Background: an optimization exercise with open tools, aiming at small area, a short achievable clock period and few clock cycles per item. Do not read the settings as production practice. Function was checked by simulation only, so behaviour that the tests miss may differ from the original.

==> flow/design.v (excerpt) <==
module rgb_to_hsv_pixel_top (
   input  logic        clock,
   input  logic        reset,
   input  logic        pix_valid,
   output logic        pix_ready,
   input  logic [7:0]  pix_red,
   input  logic [7:0]  pix_green,
   input  logic [7:0]  pix_blue,
   output logic        hsv_valid,
   input  logic        hsv_ready,
   output logic [14:0] hsv_hue,
   output logic [7:0]  hsv_saturation,
   output logic [7:0]  hsv_brightness,
   output logic        hsv_is_gray
);
   logic [0:0] rg_1;
   logic [0:0] rb_2;
   logic [0:0] gb_3;
   logic [0:0] isr_4;
   logic [0:0] isg_5;
   logic [1:0] sec_6;
   logic [7:0] mx_7;
   logic [7:0] md_8;
   logic [7:0] mn_9;
   logic [0:0] neg_10;
   logic v1;
   logic [1:0] s1_sec;
   logic [7:0] s1_mx;
   logic [7:0] s1_md;
   logic [7:0] s1_mn;
   logic [0:0] s1_neg;
   logic [7:0] dl_11;
   logic [7:0] d_12;
   logic [11:0] d15_13;
   logic [7:0] hR_14;
   logic [3:0] hL_15;
   logic v2;
   logic [1:0] s2_sec;
   logic [7:0] s2_mx;
   logic [0:0] s2_neg;
   logic [7:0] s2_dl;
   logic [7:0] s2_hR;
   logic [3:0] s2_hL;
   logic [2:0] hL_16;
   logic [8:0] hT_17;
   logic [9:0] hD_18;
   logic [0:0] hge_19;
   logic [7:0] hR_20;
   logic [0:0] hQ_21;
   logic [1:0] hL_22;
   logic [8:0] hT_23;
   logic [9:0] hD_24;
   logic [0:0] hge_25;
   logic [7:0] hR_26;
   logic [1:0] hQ_27;
   logic v3;
   logic [1:0] s3_sec;
   logic [7:0] s3_mx;
   logic [0:0] s3_neg;
   logic [7:0] s3_dl;
   logic [7:0] s3_hR;
   logic [1:0] s3_hL;
   logic [1:0] s3_hQ;
   logic [0:0] hL_28;
   logic [8:0] hT_29;
   logic [9:0] hD_30;
   logic [0:0] hge_31;
   logic [7:0] hR_32;
   logic [2:0] hQ_33;
   logic [8:0] hT_34;
   logic [9:0] hD_35;
   logic [0:0] hge_36;
   logic [7:0] hR_37;
   logic [3:0] hQ_38;
   logic [0:0] sb_39;
   logic [7:0] sR_40;
   logic v4;
   logic [1:0] s4_sec;
  ...
For scale: about 2200 cells after synthesis, roughly 310 flip-flops, roughly 62 I/O pins.
==> flow/config.mk <==
export PLATFORM = sky130hd
export DESIGN_NAME = rgb_to_hsv_pixel_top
export DESIGN_NICKNAME = rgb_to_hsv_pixel_top
export VERILOG_FILES = /design/flow/design.v
export SDC_FILE = /design/flow/constraint.sdc
export NUM_CORES = 4
export LEC_CHECK = 0
export ABC_AREA = 1
export CAP_MARGIN = 20
export CORE_MARGIN = 2
export CORE_UTILIZATION = 40
export CTS_CLUSTER_DIAMETER = 80
export CTS_CLUSTER_SIZE = 24
export PLACE_DENSITY = 0.7
export SETUP_SLACK_MARGIN = 4.75
export SLEW_MARGIN = 20
export TNS_END_PERCENT = 10
==> flow/constraint.sdc <==
create_clock -name core_clock -period 8.5 [get_ports {clock}]
set_input_delay 1.7000 -clock core_clock [delete_from_list [all_inputs] [get_ports {clock}]]
set_output_delay 1.7000 -clock core_clock [all_outputs]
set_load 0.01 [all_outputs]
standard.sh (not shown) runs the stock make flow with config.mk's settings and CLKGATE_MAP_FILE= SYNTH_SCRIPT=/design/flow/synth_recipe.tcl, a recipe that flattens the netlist after the stock synthesis.
==> flow/flow/run.sh <==
#!/bin/bash
# The standard layout (the standard.sh, unchanged synthesis) with two
# changes: port buffers use the small sky130_fd_sc_hd__buf_2 cell, and clock
# tree synthesis adds no dummy loads. Every port still gets its buffer.
export BUFFER_PORTS_ARGS="-buffer_cell sky130_fd_sc_hd__buf_2"
export CTS_ARGS="-sink_clustering_enable -repair_clock_nets -sink_clustering_size 24 -sink_clustering_max_diameter 80 -dont_use_dummy_load"
bash standard.sh > standard.log 2>&1
The baseline finished clean.
Testbench counts at the start, summed over its fixed seeds: cycles 16,064, items 16,000.
Change:
--- a/flow/config.mk
+++ b/flow/config.mk
@@ -14 +13,0 @@
-export PLACE_DENSITY = 0.7
What happened: Synthesized area does not change. Die area is unchanged. Synthesized cell count stays the same. Cell count stays flat. Fmax went down by 0.93%. Wire length went up by 1.0%. Setup slack loses 0.036 ns.

-- separate check: timing with driven ports --
In the flow no input, the clock included, has a driving cell. The finished layouts below were timed again as built, in two steps. Step 1, drivers: a clkbuf_16 drives clock and a buf_2 each remaining input, both assumed. Step 2 also shifts input and output timing later by t, the mid clock arrival at the registers, as if the neighbouring blocks saw the same clock. a / b / c = ideal ports / drivers / drivers and shift; a / b = the first two.
| run | t, ns | setup slack, ns | hold WS [ns] | clock arrival spread, ns |
|---|---|---|---|---|
| the first run | 0.533 | 4.686 / 4.667 / 4.292 | 0.409 / 0.409 / 0.409 | 0.058 / 0.059 |
| the second run | 0.557 | 4.650 / 4.626 / 4.346 | 0.396 / 0.396 / 0.396 | 0.038 / 0.038 |
After both steps every run listed still meets setup and hold. For the first run, which loses most, drivers alone change the setup slack by -0.019 ns; drivers and shift together by -0.394 ns.
